Context: an optimization exercise on an open-source flow, tuned for small area. The choices shown serve that exercise and are no tape-out recipe.
Only simulation tests tie the RTL to the original design; equivalence was not proved.
No activity file was given, so power comes from the tool's default toggle rates.

== willow ==
==> flow/design.v (excerpt) <==
module lcd_hd44780_receiver #(
    parameter int unsigned POWER_CYCLES = 15000,
    parameter int unsigned CMD_CYCLES   = 37,
    parameter int unsigned CLEAR_CYCLES = 1520
) (
    input  logic       clk,
    input  logic       reset,
    input  logic       lcd_e,
    input  logic       lcd_rs,
    input  logic       lcd_rw,
    input  logic [3:0] lcd_d,
    output logic [3:0] lcd_d_out,
    output logic       lcd_d_oe,
    output logic       busy,
    output logic [6:0] ac,
    output logic       mode_4bit,
    output logic       display_on,
    output logic       cursor_on,
    output logic       blink_on,
    output logic       byte_valid,
    output logic       byte_rs,
    output logic [7:0] byte_data,
    output logic       protocol_err,
    input  logic [6:0] dbg_addr,
    output logic [7:0] dbg_char
);
    localparam int unsigned BMAX = (CLEAR_CYCLES > CMD_CYCLES) ? CLEAR_CYCLES : CMD_CYCLES;
    localparam int unsigned CMAX = (POWER_CYCLES > BMAX) ? POWER_CYCLES : BMAX;
    localparam int CW = $clog2(CMAX + 1);
    typedef enum logic [1:0] {S_PWR, S_BOOT, S_HI, S_LO} state_e;
    logic [2:0]       e_sync_q, rs_sync_q, rw_sync_q;
    logic [2:0][3:0]  d_sync_q;
    logic             e_s2, e_s3, rs_s2, rs_s3, rw_s2, rw_s3, fall;
    logic [3:0]       d_s3;
    state_e           state_q, state_d;
    logic [CW-1:0]    cnt_q, cnt_d;
    logic [3:0]       hi_nib_q, hi_nib_d;
    logic [6:0]       ac_q, ac_d;
    logic             id_q, id_d;
    logic [2:0]       dcb_q, dcb_d;
    logic             mode_q, mode_d, err_q, err_d;
    logic             bv_q, bv_d, brs_q, brs_d;
    logic [7:0]       bdata_q;
    logic             bseen_q;
    logic             acc;
    logic [7:0]       byte_w;
    logic             mem_we, mem_clr;
    logic             cnt_zero;
    assign e_s2   = e_sync_q[1];
    assign e_s3   = e_sync_q[2];
    assign rs_s2  = rs_sync_q[1];
    assign rs_s3  = rs_sync_q[2];
    assign rw_s2  = rw_sync_q[1];
    assign rw_s3  = rw_sync_q[2];
    assign d_s3   = d_sync_q[2];
    assign fall   = e_s3 & ~e_s2;
    assign byte_w = {hi_nib_q, d_s3};
    assign cnt_zero = (cnt_q == '0);
    assign busy = (state_q == S_PWR) || !cnt_zero;
    logic       ac_up;
    logic [6:0] ac_step;
    assign ac_up   = rs_s3 ? id_q : byte_w[2];
  ...
clock: 10.0 ns
lec_check: 0
cap_margin: 20
core_margin: 2
core_utilization: 40
cts_buf_list: sky130_fd_sc_hd__clkbuf_16
cts_cluster_diameter: 100
cts_cluster_size: 30
slew_margin: 20
synth_hierarchical: 1
standard.sh (not shown) runs the stock make flow with config.mk's settings and CLKGATE_MAP_FILE= SYNTH_SCRIPT=/design/flow/synth_recipe.tcl, a recipe that flattens the netlist after the stock synthesis.
==> flow/flow/run.sh <==
#!/bin/bash
# The standard layout (the standard.sh, standard synthesis unchanged) with two changes:
# the port buffers are the smallest buffer cell, and clock tree synthesis clusters sinks under
# clkbuf_8 leaf buffers without dummy loads.
# Each tool's output goes to the ORFS logs under orfs/logs and to standard.log here.
set -euo pipefail
export BUFFER_PORTS_ARGS="-buffer_cell sky130_fd_sc_hd__buf_1"
export CTS_ARGS="-sink_clustering_enable -repair_clock_nets -sink_clustering_size 18 -sink_clustering_max_diameter 60 -buf_list sky130_fd_sc_hd__clkbuf_8 -dont_use_dummy_load"
bash standard.sh > standard.log 2>&1
Inputs modified between willow and lagoon:
--- a/flow/design.v
+++ b/flow/design.v
@@ -53,18 +53,14 @@
     assign rw_s2  = rw_sync_q[1];
     assign rw_s3  = rw_sync_q[2];
     assign d_s3   = d_sync_q[2];
     assign fall   = e_s3 & ~e_s2;
     assign byte_w = {hi_nib_q, d_s3};
     assign cnt_zero = (cnt_q == '0);
     assign busy = (state_q == S_PWR) || !cnt_zero;
-    logic       ac_up;
-    logic [6:0] ac_step;
-    assign ac_up   = rs_s3 ? id_q : byte_w[2];
-    assign ac_step = ac_q + {{6{~ac_up}}, 1'b1};
     always_comb begin
         state_d   = state_q;
         cnt_d     = cnt_zero ? cnt_q : cnt_q - CW'(1);
         hi_nib_d  = hi_nib_q;
         ac_d      = ac_q;
         id_d      = id_q;
         dcb_d     = dcb_q;
@@ -105,21 +101,21 @@
                 end else begin
                     bv_d    = 1'b1;
                     brs_d   = rs_s3;
                     acc     = 1'b1;
                     cnt_d   = CW'(CMD_CYCLES);
                     if (rs_s3) begin
                         mem_we = 1'b1;
-                        ac_d   = ac_step;
+                        ac_d   = id_q ? ac_q + 7'd1 : ac_q - 7'd1;
                     end else begin
                         priority casez (byte_w)
                             8'b1???????: ac_d = byte_w[6:0];
                             8'b01??????: ;
                             8'b001?????: if (byte_w[4]) err_d = 1'b1;
-                            8'b0001????: if (!byte_w[3]) ac_d = ac_step;
+                            8'b0001????: if (!byte_w[3]) ac_d = byte_w[2] ? ac_q + 7'd1 : ac_q - 7'd1;
                             8'b00001???: dcb_d = byte_w[2:0];
                             8'b000001??: id_d = byte_w[1];
                             8'b0000001?: begin
                                 ac_d  = 7'd0;
                                 cnt_d = CW'(CLEAR_CYCLES);
                             end
                             8'b00000001: begin
@@ -183,30 +179,27 @@
     assign clearing  = |clr_q;
     assign slot      = pv_q && (rot_q[4:0] == ~pa_q[4:0]);
     assign slot_head = pa_q[6:5] + rot_q[6:5] + 2'd1;
     assign head_d    = clearing ? 8'h20 : bdata_q;
     always_comb begin
         for (int k = 0; k < 4; k++) head_we[k] = clearing || (slot && slot_head == 2'(k));
     end
-    logic              clr_go;
-    assign clr_go = mem_clr && !reset;
     always_ff @(posedge clk) begin
-        if (clr_go) rot_q <= '0;
-        else        rot_q <= rot_q + 7'd1;
+        rot_q <= rot_q + 7'd1;
         for (int i = 0; i < 128; i++) begin
             if (i % 32 == 0) ring_q[i] <= head_we[i / 32] ? head_d : ring_q[(i + 127) % 128];
             else             ring_q[i] <= ring_q[i - 1];
         end
         if (mem_we && !reset) begin
             pv_q <= 1'b1;
             pa_q <= ac_q;
-        end else if (slot || clr_go) begin
+        end else if (slot) begin
             pv_q <= 1'b0;
         end
-        if (clr_go) clr_q <= 2'b01;
+        if (mem_clr && !reset) clr_q <= 2'b01;
         else if (rot_q[4:0] == 5'd31) clr_q <= {clr_q[0], 1'b0};
     end
     assign rd_pos = dbg_addr + rot_q;
     logic [127:0]      rd_sel;
     logic [7:0][42:0]  rd_n;
     logic [7:0]        rd_ring;
     always_comb begin
NOTE via count of the first global-routing pass willow->lagoon increased slightly
Between lagoon and willow, the difference in area fraction in compound gates after synthesis is negligible.
On switching share of power, the higher figure sits with willow, not lagoon.
Diff willow -> lagoon: final hold slack now sits higher, core outline area now sits at about the same level, routed wire length now sits at about the same level.
Total combinational power was lower in the run labelled lagoon.
On power dissipated in the clock network, lagoon tracks willow almost exactly.
Count of filler cells inserted in the layout essentially unchanged between willow and lagoon.
Comparing lagoon with willow, the fmax came out essentially unchanged.
Of lagoon and willow, the higher number of nets in the synthesized netlist belongs to lagoon.
The register-to-register slack of lagoon is higher than that of willow.

## re-timing with driven ports
Ports are ideal in the flow. The routed layouts listed here were re-timed in OpenROAD.
Step 1 assumes that a clkbuf_16 drives the clock port and a buf_2 every other input.
Step 2 moves the port delays by t, midway between the first and last clock arrival at a register: inputs arrive t later, outputs are due t later. That takes back most of the time a late clock gives input paths.
a / b / c = ideal ports / drivers / drivers and shift; a / b = the first two.
run	t (ns)	slack for setup (ns)	worst data-port slew with drivers (ns)
willow	0.729	3.462 / 3.502 / 2.773	0.05
lagoon	0.713	3.463 / 3.494 / 2.782	0.05
After both steps every run listed still meets setup and hold. The setup slack of willow, which loses most, moves by +0.040 ns with the drivers and by -0.689 ns with both steps.
